From an optimization exercise on the open Yosys and OpenROAD flow, aimed at small area; shortcuts taken in it are not production practice.
Only simulation tests tie the RTL to the original design; equivalence was not proved.
Power is estimated from default activity; no workload was simulated. The clock port is modelled as an ideal driver; clocking choices that lean on that would not hold on a real chip.

<file path="flow/run.sh">
#!/bin/bash
# The standard layout, with these changes:
# - synthesis skips the ABC pass inside Yosys's synth command (SYNTH_ARGS=-noabc), so the
#   full adders are extracted from the RTL's plain gates instead of an ABC-restructured
#   netlist (fewer inverters around them); the final ABC mapping still runs;
# - the input and output ports are buffered with the smallest buffer cell.
set -euo pipefail
bash standard.sh SYNTH_ARGS=-noabc REMOVE_ABC_BUFFERS=1 "BUFFER_PORTS_ARGS=-buffer_cell sky130_fd_sc_hd__buf_1" finish > layout_make.log 2>&1
</file>
<file path="standard.sh">
#!/bin/bash
# synth_recipe.tcl (not shown) runs the flow's synth.tcl, then flattens the netlist and writes it again
# the make line also repeats each setting of config.mk as NAME=value (left out here)
make -C /OpenROAD-flow-scripts/flow DESIGN_CONFIG=/design/flow/config.mk WORK_HOME=/design/flow/orfs CLKGATE_MAP_FILE= SYNTH_SCRIPT=/design/flow/synth_recipe.tcl "${@:-finish}"
</file>
<file path="config.mk">
export PLATFORM = sky130hd
export DESIGN_NAME = bin2x2_reduce
export DESIGN_NICKNAME = bin2x2_reduce
export VERILOG_FILES = /design/flow/design.v
export SDC_FILE = /design/flow/constraint.sdc
export NUM_CORES = 4
export LEC_CHECK = 0
export ABC_AREA = 1
export CAP_MARGIN = 0
export CORE_MARGIN = 2
export CORE_UTILIZATION = 60
export CTS_CLUSTER_DIAMETER = 100
export CTS_CLUSTER_SIZE = 34
export GPL_TIMING_DRIVEN = 0
export SLEW_MARGIN = 0
</file>
<file path="constraint.sdc">
create_clock -name core_clock -period 7.0 [get_ports {clk}]
set_input_delay 1.4000 -clock core_clock [delete_from_list [all_inputs] [get_ports {clk}]]
set_output_delay 1.4000 -clock core_clock [all_outputs]
set_load 0.01 [all_outputs]
</file>
<file path="design.v">
package bin_pkg;
  localparam int unsigned LANES = 8;
  localparam int unsigned PIX_W = 12;
endpackage
module bin_line_buf #(
  parameter int unsigned DEPTH = 60,
  parameter int unsigned DW    = 52
) (
  input  logic          clk,
  input  logic          en,
  input  logic          en_n,
  input  logic [DW-1:0] din,
  output logic [DW-1:0] dout
);
  localparam int unsigned N = DEPTH * DW;
  logic [N-1:0] s;
  logic [N-1:0] prev;
  assign prev = {s[N-DW-1:0], din};
  always_ff @(posedge clk) begin
    s <= ~((prev | {N{en_n}}) & (s | {N{en}}));
  end
  assign dout = s[N-1 -: DW];
endmodule
module bin2x2_reduce (
  input  logic         clk,
  input  logic         rst,
  input  logic [95:0]  in_data,
  input  logic         in_valid,
  input  logic         in_sof,
  output logic         in_ready,
  output logic [47:0]  out_data,
  output logic         out_valid,
  output logic         out_eol,
  input  logic         out_ready,
  output logic         sof_err
);
  localparam int unsigned PW = bin_pkg::PIX_W;
  logic       odd_q, odd_d;
  logic [5:0] col_q;
  logic       accept, eff_odd, last, load, load_n;
  logic [5:0] eff_col;
  logic [4*(PW+1)-1:0] x_cur, s_even;
  logic [47:0] y_pix;
  logic [47:0] out_q;
  logic       even_q, out_idle_q;
  logic       accept_n;
  logic       tgl_q;
  assign in_ready = !odd_q || !out_valid || out_ready;
  assign accept   = in_valid && in_ready;
  assign accept_n = !in_valid || (!even_q && !out_idle_q && !out_ready);
  assign eff_odd  = odd_q && !in_sof;
  assign load     = accept && eff_odd;
  assign load_n   = !in_valid || even_q || in_sof || (!out_idle_q && !out_ready);
  assign eff_col  = in_sof ? 6'd0 : col_q;
  assign last     = (eff_col == 6'b010100);
  assign odd_d    = last ? !eff_odd : eff_odd;
  always_comb begin
    for (int j = 0; j < 4; j++) begin
      logic [PW-1:0] a, b;
      logic [PW:0]   h, s, hc;
      logic [PW+1:0] yc, y;
      a = in_data[2*j*PW +: PW];
      b = in_data[(2*j+1)*PW +: PW];
      s = s_even[j*(PW+1) +: PW+1];
      hc[0] = 1'b0;
      for (int i = 0; i < PW; i++) begin
        h[i]    = a[i] ^ b[i] ^ hc[i];
        hc[i+1] = (a[i] & b[i]) | (hc[i] & (a[i] ^ b[i]));
      end
      h[PW] = hc[PW];
      x_cur[j*(PW+1) +: PW+1] = h ^ {(PW+1){tgl_q}};
      yc[0] = tgl_q;
      for (int i = 0; i < PW + 1; i++) begin
        logic xi;
        xi      = x_cur[j*(PW+1) + i];
        y[i]    = s[i] ^ xi ^ yc[i];
        yc[i+1] = (s[i] & xi) | (yc[i] & (s[i] ^ xi));
      end
      y[PW+1] = yc[PW+1];
      y_pix[j*PW +: PW] = y[PW+1:2];
    end
  end
  bin_line_buf #(
    .DEPTH (60),
    .DW    (4 * (PW + 1))
  ) u_line_buf (
    .clk  (clk),
    .en   (accept),
    .en_n (accept_n),
    .din  (x_cur),
    .dout (s_even)
  );
  always_ff @(posedge clk) begin
    if (rst) begin
      tgl_q <= 1'b0;
    end else begin
      tgl_q <= !tgl_q;
    end
  end
  always_ff @(posedge clk) begin
    if (rst) begin
      odd_q      <= 1'b0;
      even_q     <= 1'b1;
      col_q      <= '0;
      out_valid  <= 1'b0;
      out_idle_q <= 1'b1;
      out_eol    <= 1'b0;
      sof_err    <= 1'b0;
    end else begin
      if (accept) begin
        odd_q  <= odd_d;
        even_q <= !odd_d;
        col_q  <= last ? 6'd0 : {eff_col[4:0], !(eff_col[5] ^ eff_col[4])};
        if (in_sof && (odd_q || col_q != '0)) begin
          sof_err <= 1'b1;
        end
      end
      if (load) begin
        out_valid  <= 1'b1;
        out_idle_q <= 1'b0;
        out_eol    <= last;
      end else if (out_ready) begin
        out_valid  <= 1'b0;
        out_idle_q <= 1'b1;
        out_eol    <= 1'b0;
      end
    end
  end
  always_ff @(posedge clk) begin
    out_q <= ~((y_pix | {48{load_n}}) & (out_q | {48{load}}));
  end
  assign out_data = out_q ^ {48{tgl_q}};
endmodule
</file>
==> notes.md <==
==> cell families (layout without fill, tap and decap cells) <==
kind of cell,after synthesis,after routing
AO/OA/AOI/OAI,3192,3192
adder cells (fa/ha/maj),101,101
buffers and inverters,731,448
XOR/XNOR,100,100
AND/OR/NAND/NOR,38,38
flip-flops,3181,3181
==> registers in the layout, indices dropped and copies added, names as in the netlist <==
register      count
u_line_buf.s   3120
even_q            1
col_q             6
tgl_q             1
out_idle_q        1
sof_err           1
out_valid         1
out_q            48
odd_q             1
out_eol           1
==> timing repair <==
item / in CTS / in global routing
hold buffers: 0 / 0
pin swaps: 19 / 20
resized for setup: 61 / 13
endpoints found under the setup margin: 12 / 8
setup buffers: 4 / 5
==> how the worst max path moves through the flow <==
stage / endpoint / slack, ns / cells after the start
6_report: out_q[23] / 0.09 / 17
5_1_grt: out_q[10] / -0.02 / 19
4_1_cts: out_q[46] / -0.008 / 19
3_5_place_dp: out_q[10] / -1.64 / 19
3_3_place_gp: u_line_buf.s[1117] / -71.38 / 3
2_1_floorplan: u_line_buf.s[0] / -49.49 / 2
==> cell type report <==
type / instances / share of cell area, %
flip-flops and latches: 3181 / 66.3
repair buffers: 326 / 4.12
multi-input cells: 3431 / 24.1
clock inverters: 1 / 0.0169
clock buffers: 106 / 2.74
inverters: 15 / 0.0664
well taps: 2016 / 2.63
==> metrics by stage <==
stage / power [mW] / hold WS [ns]
global placement: 29.1 / 0.432
global route: 35.7 / 0.456
finish: 33.9 / 0.439
CTS: 34.3 / 0.439
detailed placement: 26.7 / 0.435
floorplan: 27.4 / 0.426
==> synth_stat cells (all sizes together) <==
cell / instances / share of area [%]
nand2: 14 / 0.061
o31ai: 1 / 0.024
o21bai: 4 / 0.033
a211oi: 1 / 0.0083
dfxtp: 3181 / 71
nor2: 8 / 0.033
nor3: 3 / 0.017
a21oi: 14 / 0.078
fa: 88 / 2.0
o21ai: 4 / 0.022
clkbuf: 91 / 0.38
buf: 625 / 3.5
xor2: 100 / 0.97
ha: 13 / 0.18
o22ai: 3168 / 22
inv: 15 / 0.062
nand3: 13 / 0.078
==> placed cells by master, fill, tap and decap left out, types with 4 or more instances in the layout <==
cell type / instances
nor2_1: 7
a21oi_1: 14
clkbuf_16: 105
o22ai_1: 3168
o21ai_0: 4
dfxtp_1: 3180
buf_12: 4
fa_1: 30
nand2_1: 13
buf_16: 66
buf_4: 8
nand3_1: 11
buf_8: 93
xor2_2: 7
inv_1: 13
fa_2: 58
ha_1: 11
xor2_1: 92
buf_1: 152
==> power by group <==
group          leakage (nW)  internal, mW  switching [mW]  total [mW]
Sequential             26.8          21.1            1.56        22.7
Combinational          7.26          1.94            1.74        3.68
Clock                  1.30          2.73            4.85        7.57
==> per-layer routing <==
metal	GRT usage, %	part of all wire [%]
met1	25.5	52
met5	0	0
met3	2.47	2.8
met4	3.92	2.0
met2	28.7	44
==> notes.md <==
sequential cell area=0.0637 sq mm; H-tree depth=3; Cell Area, Placed=0.0931 sq mm; Final Setup Violations=0; final count of pins violating max slew=0; gr usage total=17.8%; hold path startpoint=u_line_buf.s[557]; Unique masters post-synth=22; RR Startpoint=tgl_q; total number of vias=54,400; Pwr Density=353 mW/mm^2; Setup WS pre-CTS=-1.64 ns; Worst EP arrival=7.56 ns; drt total wl=140,000 um; final cell count without fillers=9,076; Yosys reg bits=3,181; Slowest-stage cell, CP=fa_2; CTS Sinks=3,181; Ys Warns=2; initial antenna violation count=0; min Tclk post-route=6.91 ns; cells along the critical path=buf_1, ha_1, fa_1, fa_1, fa_1, fa_2, fa_2, fa_1, fa_1, fa_2, fa_1, fa_1, fa_1, xor2_1, fa_2, fa_1, o22ai_1; Clock Skew=0.0183 ns; TritonCTS clock tree=yes; area grow syn2layout=6.54%; Layout Nets=7,260; area of the multi-input gates=0.0232 sq mm; Starting Density=60.3%; DRC errors left=0; antenna fix cells=0; die width=392 um; mux cell area share after synthesis=0%; Avg Inst Size Synth=12.3 sq um; vias in the first global route=50,600; Final HPWL DP=84,000 um; hold endpoint=u_line_buf.s[609]; Final WS setup=0.0935 ns; Post-DRT Antenna Nets=0; period utilisation layout=98.7%; WHS Path Cells=1; CP Class=input pin to flop; port buffer count=152; layout cells sized above 1=5.08%; Max Freq=0.145 GHz; RSZ-0062 raised after global routing=true; post-layout util=64.2%; slowest stage delay, CP=0.55 ns; status=complete, no violations; WL per Instance=15.4 um; final design area excluding fillers=0.0961 sq mm; Critical Path RT=7.66 ns; Maximum Capacitance Violations=0; FF-to-FF setup slack=0.60 ns; Netlist Area Pre-Place=0.0902 sq mm; sequential area share after synthesis=70.6%; die height=392 um; placement row count=142; Rel. slew slack=43.3%; Clock Latency Late Sink=0.74 ns; Worst Tran Pin Value=0.850 ns; CTS clock-pin slew for the worst setup and hold paths=0.11 ns; Clock Root Buffer=clkbuf_16; Clock Tree Buf Depth=3; first-pass GRT wire length=238,000 um; delay-heaviest family, CP=adder cells; XOR/XNOR share of the synthesized area=0.971%; core area=0.150 sq mm; Ports=153; setup TNS=0 ns; Setup crit end kind=flop; Hold Path Class=flop to flop; cell count after placement=8,960; largest family of logic cells by synthesized area=compound AO/OA/AOI/OAI gates; critical path fanouts, max=2; Leak=35.4 nW; Vias/cell=5.99; Synth Area in Compound Gates=22.1%; synthesized instance count=7,343; Adder-Cell Fraction of Synth Area=2.13%; grt ovf=0; cell mode on critical path=fa_1; Critical Path Source Type=input pin; Worst Setup SP=in_data[24]; R2R cell count=17; DRT Pass-1 Iters=6; worst path bufs/invs=1; Peak VDD IR=0.248 mV; total CTS buffers=103; # fillers=11,800; DRT iter0 DRCs=2,689; Post-Synth Simple-Gate Area=0.189%; Fin. Hold Viols=0; largest net degree at the start of global routing=194; Die ar.=0.153 sq mm; Critical R2R Capture=out_q[10]; GPL Wtd Cong=0.724

-- port drivers added, routing unchanged --
In the flow no input, the clock included, has a driving cell. The finished layout below was timed again as built, in two steps. Step 1 assumes that a clkbuf_16 drives the clock port and a buf_2 every other input. Step 2 moves the port delays by t, midway between the first and last clock arrival at a register: inputs arrive t later, outputs are due t later. That takes back most of the time a late clock gives input paths. Three values: ideal ports, drivers, drivers and shift; two values: the first two.
t (ns): 0.807
slack for setup (ns): 0.094 / 0.148 / -0.659
clock arrival spread, ns: 0.028 / 0.028
worst data-port slew with drivers (ns): 0.04
With both steps, setup timing fails in this run, where it was met with ideal ports. For this run, drivers alone change the setup slack by +0.054 ns; drivers and shift together by -0.753 ns.
